What follows belongs to an exercise in optimizing a design on an open flow for small area, a short achievable clock period and few clock cycles; a production flow would make more cautious choices.
At most, simulation tests tie the RTL to the original design; equivalence was not proved.
Power is estimated from default activity; no workload was simulated.

==> inputs of job 5188 <==
Design hrlf_top, start of the top module:
module hrlf_top (
  input  wire        clk_i,
  input  wire        rst_ni,
  input  wire        push,
  input  wire [7:0]  rx_byte,
  input  wire        restart,
  output wire        full,
  output wire        empty,
  input  wire        pop,
  output wire        message_done,
  output wire        length_error,
  output wire [31:0] message_length
);
export LEC_CHECK = 0
export CAP_MARGIN = 20
export CORE_MARGIN = 2
export CORE_UTILIZATION = 40
export CTS_BUF_LIST = sky130_fd_sc_hd__clkbuf_4 sky130_fd_sc_hd__clkbuf_8
export SETUP_SLACK_MARGIN = 3
export SLEW_MARGIN = 20
create_clock -name core_clock -period 6.0 [get_ports {clk_i}]
standard.sh (not shown) runs the stock make flow with config.mk's settings and CLKGATE_MAP_FILE= SYNTH_SCRIPT=/design/flow/synth_recipe.tcl, a recipe that flattens the netlist after the stock synthesis.
==> flow/flow/run.sh <==
#!/bin/bash
# layout flow: the standard flow, with plain buffers on the ports
# (the standard flow's port buffers are 0.5 ns delay cells)
set -euo pipefail
bash standard.sh synth > synth.log 2>&1
bash standard.sh BUFFER_PORTS_ARGS="-buffer_cell sky130_fd_sc_hd__buf_1" finish > layout.log 2>&1
==> inputs of job 2732, as changes to job 5188 <==
--- a/flow/design.v
+++ b/flow/design.v
@@ -34,32 +34,33 @@
   wire nw      = fresh_q || r_q;
   assign full           = full_w;
   assign empty          = !out_valid_q;
   assign message_done   = !out_err_q;
   assign length_error   = out_err_q;
-  assign message_length = out_err_q ? 32'd0 : cnt_q;
+  assign message_length = cnt_q;
   wire       body  = body_q && !nw;
   wire       field = field_q && !nw;
   wire       seen  = seen_q && !nw;
+  wire [3:0] nidx  = nw ? 4'd0 : nidx_q;
+  wire [1:0] eidx  = nw ? 2'd0 : eidx_q;
   wire is_cr  = (b == 8'h0d);
   wire is_lf  = (b == 8'h0a);
   wire is_sp  = (b == 8'h20);
   wire is_dig = (b[7:4] == 4'h3) && (b[3:0] <= 4'd9);
   logic [7:0] nchar;
   always_comb begin
     nchar = FieldName[119 -: 8];
     for (int k = 0; k < 15; k++) begin
-      if (nidx_q == 4'(k)) nchar = FieldName[(14-k)*8 +: 8];
+      if (nidx == 4'(k)) nchar = FieldName[(14-k)*8 +: 8];
     end
   end
-  wire       is_c      = (b == FieldName[119 -: 8]);
-  wire       name_hit  = (b == nchar) && !nw;
-  wire       name_done = name_hit && (nidx_q == 4'd14);
-  wire [3:0] nidx_nx   = (name_hit && !name_done) ? nidx_q + 4'd1 : {3'd0, is_c};
-  wire       end_hit = eidx_q[0] ? is_lf : is_cr;
-  wire [1:0] eidx_nx = (end_hit && !nw) ? eidx_q + 2'd1 : {1'b0, is_cr};
-  wire       hdr_end = !nw && !field_q && is_lf && (eidx_q == 2'd3);
+  wire       name_hit  = (b == nchar);
+  wire       name_done = name_hit && (nidx == 4'd14);
+  wire [3:0] nidx_nx   = name_hit ? nidx + 4'd1 : {3'd0, b == FieldName[119 -: 8]};
+  wire       end_hit = eidx[0] ? is_lf : is_cr;
+  wire [1:0] eidx_nx = end_hit ? eidx + 2'd1 : {1'b0, is_cr};
+  wire       hdr_end = !field && end_hit && (eidx == 2'd3);
   wire ia_1_0 = cnt_q[1] & cnt_q[0];
   wire ia_3_2 = cnt_q[3] & cnt_q[2];
   wire ia_5_4 = cnt_q[5] & cnt_q[4];
   wire ia_7_6 = cnt_q[7] & cnt_q[6];
   wire ia_9_8 = cnt_q[9] & cnt_q[8];
@@ -353,15 +354,15 @@
   wire hl_g_15_0 = hl_g_15_8 | (hl_p_15_8 & hl_g_7_0);
   wire hl_p_15_0 = hl_p_15_8 & hl_p_7_0;
   wire hl_g_31_0 = hl_g_31_16 | (hl_p_31_16 & hl_g_15_0);
   wire hl_p_31_0 = hl_p_31_16 & hl_p_15_0;
   wire ovf_hl = hl_g_31_0 | hl_p_31_0;
+  wire ovf10 = (len_q > 32'd429496729) || ((len_q == 32'd429496729) && (b[3:0] > 4'd5));
   wire [2:0]  x10_lo = b[3] ? 3'b111 : b[2:0];
-  wire        x10_slot = b[3];
-  wire        x10_ci = b[3] && b[0];
   wire [31:0] x10_a  = {len_q[28:0], x10_lo};
-  wire [31:0] x10_b  = {len_q[30:0], x10_slot};
+  wire [31:0] x10_b  = {len_q[30:0], b[3]};
+  wire        x10_ci = b[3] && b[0];
   wire [31:0] x10_g0 = x10_a & x10_b;
   wire [31:0] x10_p0 = x10_a ^ x10_b;
   wire xa_g_1_0 = x10_g0[1] | (x10_p0[1] & x10_g0[0]);
   wire xa_p_1_0 = x10_p0[1] & x10_p0[0];
   wire xa_g_3_2 = x10_g0[3] | (x10_p0[3] & x10_g0[2]);
@@ -390,12 +391,10 @@
   wire xa_p_25_24 = x10_p0[25] & x10_p0[24];
   wire xa_g_27_26 = x10_g0[27] | (x10_p0[27] & x10_g0[26]);
   wire xa_p_27_26 = x10_p0[27] & x10_p0[26];
   wire xa_g_29_28 = x10_g0[29] | (x10_p0[29] & x10_g0[28]);
   wire xa_p_29_28 = x10_p0[29] & x10_p0[28];
-  wire xa_g_31_30 = x10_g0[31] | (x10_p0[31] & x10_g0[30]);
-  wire xa_p_31_30 = x10_p0[31] & x10_p0[30];
   wire xa_g_2_0 = x10_g0[2] | (x10_p0[2] & xa_g_1_0);
   wire xa_p_2_0 = x10_p0[2] & xa_p_1_0;
   wire xa_g_3_0 = xa_g_3_2 | (xa_p_3_2 & xa_g_1_0);
   wire xa_p_3_0 = xa_p_3_2 & xa_p_1_0;
   wire xa_g_6_4 = x10_g0[6] | (x10_p0[6] & xa_g_5_4);
@@ -422,12 +421,10 @@
   wire xa_p_26_24 = x10_p0[26] & xa_p_25_24;
   wire xa_g_27_24 = xa_g_27_26 | (xa_p_27_26 & xa_g_25_24);
   wire xa_p_27_24 = xa_p_27_26 & xa_p_25_24;
   wire xa_g_30_28 = x10_g0[30] | (x10_p0[30] & xa_g_29_28);
   wire xa_p_30_28 = x10_p0[30] & xa_p_29_28;
-  wire xa_g_31_28 = xa_g_31_30 | (xa_p_31_30 & xa_g_29_28);
-  wire xa_p_31_28 = xa_p_31_30 & xa_p_29_28;
   wire xa_g_4_0 = x10_g0[4] | (x10_p0[4] & xa_g_3_0);
   wire xa_p_4_0 = x10_p0[4] & xa_p_3_0;
   wire xa_g_5_0 = xa_g_5_4 | (xa_p_5_4 & xa_g_3_0);
   wire xa_p_5_0 = xa_p_5_4 & xa_p_3_0;
   wire xa_g_6_0 = xa_g_6_4 | (xa_p_6_4 & xa_g_3_0);
@@ -454,12 +451,10 @@
   wire xa_p_28_24 = x10_p0[28] & xa_p_27_24;
   wire xa_g_29_24 = xa_g_29_28 | (xa_p_29_28 & xa_g_27_24);
   wire xa_p_29_24 = xa_p_29_28 & xa_p_27_24;
   wire xa_g_30_24 = xa_g_30_28 | (xa_p_30_28 & xa_g_27_24);
   wire xa_p_30_24 = xa_p_30_28 & xa_p_27_24;
-  wire xa_g_31_24 = xa_g_31_28 | (xa_p_31_28 & xa_g_27_24);
-  wire xa_p_31_24 = xa_p_31_28 & xa_p_27_24;
   wire xa_g_8_0 = x10_g0[8] | (x10_p0[8] & xa_g_7_0);
   wire xa_p_8_0 = x10_p0[8] & xa_p_7_0;
   wire xa_g_9_0 = xa_g_9_8 | (xa_p_9_8 & xa_g_7_0);
   wire xa_p_9_0 = xa_p_9_8 & xa_p_7_0;
   wire xa_g_10_0 = xa_g_10_8 | (xa_p_10_8 & xa_g_7_0);
@@ -486,12 +481,10 @@
   wire xa_p_28_16 = xa_p_28_24 & xa_p_23_16;
   wire xa_g_29_16 = xa_g_29_24 | (xa_p_29_24 & xa_g_23_16);
   wire xa_p_29_16 = xa_p_29_24 & xa_p_23_16;
   wire xa_g_30_16 = xa_g_30_24 | (xa_p_30_24 & xa_g_23_16);
   wire xa_p_30_16 = xa_p_30_24 & xa_p_23_16;
-  wire xa_g_31_16 = xa_g_31_24 | (xa_p_31_24 & xa_g_23_16);
-  wire xa_p_31_16 = xa_p_31_24 & xa_p_23_16;
   wire xa_g_16_0 = x10_g0[16] | (x10_p0[16] & xa_g_15_0);
   wire xa_p_16_0 = x10_p0[16] & xa_p_15_0;
   wire xa_g_17_0 = xa_g_17_16 | (xa_p_17_16 & xa_g_15_0);
   wire xa_p_17_0 = xa_p_17_16 & xa_p_15_0;
   wire xa_g_18_0 = xa_g_18_16 | (xa_p_18_16 & xa_g_15_0);
@@ -518,12 +511,10 @@
   wire xa_p_28_0 = xa_p_28_16 & xa_p_15_0;
   wire xa_g_29_0 = xa_g_29_16 | (xa_p_29_16 & xa_g_15_0);
   wire xa_p_29_0 = xa_p_29_16 & xa_p_15_0;
   wire xa_g_30_0 = xa_g_30_16 | (xa_p_30_16 & xa_g_15_0);
   wire xa_p_30_0 = xa_p_30_16 & xa_p_15_0;
-  wire xa_g_31_0 = xa_g_31_16 | (xa_p_31_16 & xa_g_15_0);
-  wire xa_p_31_0 = xa_p_31_16 & xa_p_15_0;
   wire [31:0] x10_c;
   assign x10_c[0] = x10_ci;
   assign x10_c[1] = x10_g0[0] | (x10_p0[0] & x10_ci);
   assign x10_c[2] = xa_g_1_0 | (xa_p_1_0 & x10_ci);
   assign x10_c[3] = xa_g_2_0 | (xa_p_2_0 & x10_ci);
@@ -554,17 +545,17 @@
   assign x10_c[28] = xa_g_27_0 | (xa_p_27_0 & x10_ci);
   assign x10_c[29] = xa_g_28_0 | (xa_p_28_0 & x10_ci);
   assign x10_c[30] = xa_g_29_0 | (xa_p_29_0 & x10_ci);
   assign x10_c[31] = xa_g_30_0 | (xa_p_30_0 & x10_ci);
   wire [31:0] x10 = x10_p0 ^ x10_c;
-  wire ovf10 = (|len_q[31:29]) || xa_g_31_0 || (xa_p_31_0 && x10_ci);
   wire f_ok  = is_cr || (!dig_q && is_sp) || (is_dig && !ovf10);
   wire err   = !body && (hmax || (field && !f_ok) || (hdr_end && seen && lnz && ovf_hl));
   wire done  = body ? len_is1 : (!hmax && hdr_end && !(seen && lnz));
   wire emit  = proc && (err || done);
   wire to_body  = !body && hdr_end && seen && lnz;
   wire to_field = !body && !field && !seen && name_done;
+  wire clr      = proc && (err || nw);
   always_ff @(posedge clk_i or negedge rst_ni) begin
     if (!rst_ni) begin
       in_v_q      <= 1'b0;
       out_valid_q <= 1'b0;
       fresh_q     <= 1'b1;
@@ -588,11 +579,11 @@
       r_q <= restart;
     end
     if (emit) begin
       out_err_q <= err;
     end
-    cnt_q <= (proc && nw) ? 32'd1 : cnt_inc;
+    cnt_q <= clr ? {31'd0, !err} : cnt_inc;
     if (proc) begin
       body_q  <= body || to_body;
       field_q <= field ? !is_cr : to_field;
       dig_q   <= field && (dig_q || is_dig);
       seen_q  <= seen || (field && is_cr);
Settings changed: SETUP_SLACK_MARGIN 3 to 3.4.
==> inputs of job 5288, as changes to job 5188 <==
--- a/flow/design.v
+++ b/flow/design.v
@@ -17,28 +17,30 @@
   logic        in_v_q;        
   logic [7:0]  b_q;           
   logic        r_q;           
   logic        out_valid_q;   
   logic        out_err_q;     
+  logic        err_pend_q;    
   logic        fresh_q;       
   logic        body_q;        
   logic        field_q;       
   logic        dig_q;         
   logic        seen_q;        
   logic [3:0]  nidx_q;        
   logic [1:0]  eidx_q;        
   logic [31:0] cnt_q;         
   logic [31:0] len_q;         
-  wire full_w = in_v_q && out_valid_q;
-  wire proc   = in_v_q && !out_valid_q;
+  wire busy   = out_valid_q || err_pend_q;
+  wire full_w = in_v_q && busy;
+  wire proc   = in_v_q && !busy;
   wire [7:0] b = b_q;
   wire nw      = fresh_q || r_q;
   assign full           = full_w;
   assign empty          = !out_valid_q;
   assign message_done   = !out_err_q;
   assign length_error   = out_err_q;
-  assign message_length = out_err_q ? 32'd0 : cnt_q;
+  assign message_length = cnt_q;
   wire       body  = body_q && !nw;
   wire       field = field_q && !nw;
   wire       seen  = seen_q && !nw;
   wire is_cr  = (b == 8'h0d);
   wire is_lf  = (b == 8'h0a);
@@ -188,74 +190,51 @@
   wire da_23_22 = len_n[23] & len_n[22];
   wire da_25_24 = len_n[25] & len_n[24];
   wire da_27_26 = len_n[27] & len_n[26];
   wire da_29_28 = len_n[29] & len_n[28];
   wire da_31_30 = len_n[31] & len_n[30];
-  wire da_2_0 = len_n[2] & da_1_0;
   wire da_3_0 = da_3_2 & da_1_0;
-  wire da_6_4 = len_n[6] & da_5_4;
   wire da_7_4 = da_7_6 & da_5_4;
-  wire da_10_8 = len_n[10] & da_9_8;
   wire da_11_8 = da_11_10 & da_9_8;
-  wire da_14_12 = len_n[14] & da_13_12;
   wire da_15_12 = da_15_14 & da_13_12;
-  wire da_18_16 = len_n[18] & da_17_16;
   wire da_19_16 = da_19_18 & da_17_16;
-  wire da_22_20 = len_n[22] & da_21_20;
   wire da_23_20 = da_23_22 & da_21_20;
-  wire da_26_24 = len_n[26] & da_25_24;
   wire da_27_24 = da_27_26 & da_25_24;
-  wire da_30_28 = len_n[30] & da_29_28;
   wire da_31_28 = da_31_30 & da_29_28;
-  wire da_4_0 = len_n[4] & da_3_0;
-  wire da_5_0 = da_5_4 & da_3_0;
-  wire da_6_0 = da_6_4 & da_3_0;
   wire da_7_0 = da_7_4 & da_3_0;
-  wire da_12_8 = len_n[12] & da_11_8;
-  wire da_13_8 = da_13_12 & da_11_8;
-  wire da_14_8 = da_14_12 & da_11_8;
   wire da_15_8 = da_15_12 & da_11_8;
-  wire da_20_16 = len_n[20] & da_19_16;
-  wire da_21_16 = da_21_20 & da_19_16;
-  wire da_22_16 = da_22_20 & da_19_16;
   wire da_23_16 = da_23_20 & da_19_16;
-  wire da_28_24 = len_n[28] & da_27_24;
-  wire da_29_24 = da_29_28 & da_27_24;
-  wire da_30_24 = da_30_28 & da_27_24;
   wire da_31_24 = da_31_28 & da_27_24;
-  wire da_8_0 = len_n[8] & da_7_0;
-  wire da_9_0 = da_9_8 & da_7_0;
-  wire da_10_0 = da_10_8 & da_7_0;
-  wire da_11_0 = da_11_8 & da_7_0;
-  wire da_12_0 = da_12_8 & da_7_0;
-  wire da_13_0 = da_13_8 & da_7_0;
-  wire da_14_0 = da_14_8 & da_7_0;
   wire da_15_0 = da_15_8 & da_7_0;
-  wire da_24_16 = len_n[24] & da_23_16;
-  wire da_25_16 = da_25_24 & da_23_16;
-  wire da_26_16 = da_26_24 & da_23_16;
-  wire da_27_16 = da_27_24 & da_23_16;
-  wire da_28_16 = da_28_24 & da_23_16;
-  wire da_29_16 = da_29_24 & da_23_16;
-  wire da_30_16 = da_30_24 & da_23_16;
   wire da_31_16 = da_31_24 & da_23_16;
-  wire da_16_0 = len_n[16] & da_15_0;
-  wire da_17_0 = da_17_16 & da_15_0;
-  wire da_18_0 = da_18_16 & da_15_0;
-  wire da_19_0 = da_19_16 & da_15_0;
-  wire da_20_0 = da_20_16 & da_15_0;
-  wire da_21_0 = da_21_16 & da_15_0;
-  wire da_22_0 = da_22_16 & da_15_0;
-  wire da_23_0 = da_23_16 & da_15_0;
-  wire da_24_0 = da_24_16 & da_15_0;
-  wire da_25_0 = da_25_16 & da_15_0;
-  wire da_26_0 = da_26_16 & da_15_0;
-  wire da_27_0 = da_27_16 & da_15_0;
-  wire da_28_0 = da_28_16 & da_15_0;
-  wire da_29_0 = da_29_16 & da_15_0;
-  wire da_30_0 = da_30_16 & da_15_0;
   wire da_31_0 = da_31_16 & da_15_0;
+  wire da_23_0 = da_23_16 & da_15_0;
+  wire da_11_0 = da_11_8 & da_7_0;
+  wire da_19_0 = da_19_16 & da_15_0;
+  wire da_27_0 = da_27_24 & da_23_0;
+  wire da_5_0 = da_5_4 & da_3_0;
+  wire da_9_0 = da_9_8 & da_7_0;
+  wire da_13_0 = da_13_12 & da_11_0;
+  wire da_17_0 = da_17_16 & da_15_0;
+  wire da_21_0 = da_21_20 & da_19_0;
+  wire da_25_0 = da_25_24 & da_23_0;
+  wire da_29_0 = da_29_28 & da_27_0;
+  wire da_2_0 = len_n[2] & da_1_0;
+  wire da_4_0 = len_n[4] & da_3_0;
+  wire da_6_0 = len_n[6] & da_5_0;
+  wire da_8_0 = len_n[8] & da_7_0;
+  wire da_10_0 = len_n[10] & da_9_0;
+  wire da_12_0 = len_n[12] & da_11_0;
+  wire da_14_0 = len_n[14] & da_13_0;
+  wire da_16_0 = len_n[16] & da_15_0;
+  wire da_18_0 = len_n[18] & da_17_0;
+  wire da_20_0 = len_n[20] & da_19_0;
+  wire da_22_0 = len_n[22] & da_21_0;
+  wire da_24_0 = len_n[24] & da_23_0;
+  wire da_26_0 = len_n[26] & da_25_0;
+  wire da_28_0 = len_n[28] & da_27_0;
+  wire da_30_0 = len_n[30] & da_29_0;
   wire [31:0] dec_b;
   assign dec_b[0] = 1'b1;
   assign dec_b[1] = len_n[0];
   assign dec_b[2] = da_1_0;
   assign dec_b[3] = da_2_0;
@@ -559,22 +538,25 @@
   wire ovf10 = (|len_q[31:29]) || xa_g_31_0 || (xa_p_31_0 && x10_ci);
   wire f_ok  = is_cr || (!dig_q && is_sp) || (is_dig && !ovf10);
   wire err   = !body && (hmax || (field && !f_ok) || (hdr_end && seen && lnz && ovf_hl));
   wire done  = body ? len_is1 : (!hmax && hdr_end && !(seen && lnz));
   wire emit  = proc && (err || done);
+  wire emit_done = proc && done;
   wire to_body  = !body && hdr_end && seen && lnz;
   wire to_field = !body && !field && !seen && name_done;
   always_ff @(posedge clk_i or negedge rst_ni) begin
     if (!rst_ni) begin
       in_v_q      <= 1'b0;
       out_valid_q <= 1'b0;
+      err_pend_q  <= 1'b0;
       fresh_q     <= 1'b1;
     end else begin
       if (!full_w) begin
         in_v_q <= push;
       end
-      if (emit) begin
+      err_pend_q <= proc && err;
+      if (emit_done || err_pend_q) begin
         out_valid_q <= 1'b1;
       end else if (pop) begin
         out_valid_q <= 1'b0;
       end
       if (proc) begin
@@ -585,14 +567,20 @@
   always_ff @(posedge clk_i) begin
     if (!full_w) begin
       b_q <= rx_byte;
       r_q <= restart;
     end
-    if (emit) begin
-      out_err_q <= err;
+    if (emit_done || err_pend_q) begin
+      out_err_q <= err_pend_q;
+    end
+    if (err_pend_q) begin
+      cnt_q <= 32'd0;
+    end else if (proc && nw) begin
+      cnt_q <= 32'd1;
+    end else begin
+      cnt_q <= cnt_inc;
     end
-    cnt_q <= (proc && nw) ? 32'd1 : cnt_inc;
     if (proc) begin
       body_q  <= body || to_body;
       field_q <= field ? !is_cr : to_field;
       dig_q   <= field && (dig_q || is_dig);
       seen_q  <= seen || (field && is_cr);
Settings changed: CORE_UTILIZATION 40 to 60.
==> notes <==
Of job 2732 and job 5188, job 2732 has the higher maximum frequency (gap 5.1%, measured against job 5188).
Non-clock buffer count, highest first: job 2732, job 5188, job 5288.
Between job 5188 and job 2732, the lower worst setup slack is in job 5188 (gap 0.15 ns).
The lowest final cell count belongs to job 5288, the highest to job 2732.
First-iteration DRC count is the same in job 5288 and job 2732.
==> figures <==
quantity	job 2732	job 5288	job 5188
Pwr Total	0.00396 W	0.00392 W	0.00277 W
Die X-Extent	132 um	106 um	131 um
Number of placement rows	46	37	46
Hold Crit Start	out_valid_q	fresh_q	fresh_q
Die height	132 um	106 um	131 um
Final clock skew	0.0112 ns	0.0101 ns	0.0174 ns
Clock buffer instance count of the final layout	9	11	9
Buffer share of cell area	0.0859	0.0435	0.0608
Clk. pwr	0.000483 W	0.000475 W	0.000471 W
Run status	no timing/DRC/antenna violations	no timing/DRC/antenna violations	no timing/DRC/antenna violations
Multi-input gate area in the final layout	4430 um^2	3750 um^2	4150 um^2
Critical Path Slowest Stage Cell	sky130_fd_sc_hd__or3_1	sky130_fd_sc_hd__edfxtp_1	sky130_fd_sc_hd__or4_4
Testbench counts of job 2732, summed over its fixed seeds: cycles 66,475.
Only the layout flow was run in job 5188 and job 5288; the RTL was not checked for function there.

[afterwards: timing with drivers on the ports]
How much do the figures lean on ideal ports? The routed layouts below were timed once more, with nothing changed but the port constraints.
Step 1, drivers: a clkbuf_16 drives clk_i and a buf_2 each remaining input, both assumed.
Step 2 moves the port delays by t, midway between the first and last clock arrival at a register: inputs arrive t later, outputs are due t later. That takes back most of the time a late clock gives input paths.
Three values: ideal ports, drivers, drivers and shift; two values: the first two.
run	t, ns	setup slack, ns	hold WS [ns]
job 5188	0.420	2.937 / 2.937 / 2.937	0.501 / 0.501 / 0.501
job 2732	0.425	3.086 / 3.086 / 3.086	0.593 / 0.582 / 0.593
job 5288	0.413	3.093 / 3.093 / 3.093	0.496 / 0.496 / 0.496
After both steps setup and hold are still met in every run listed.
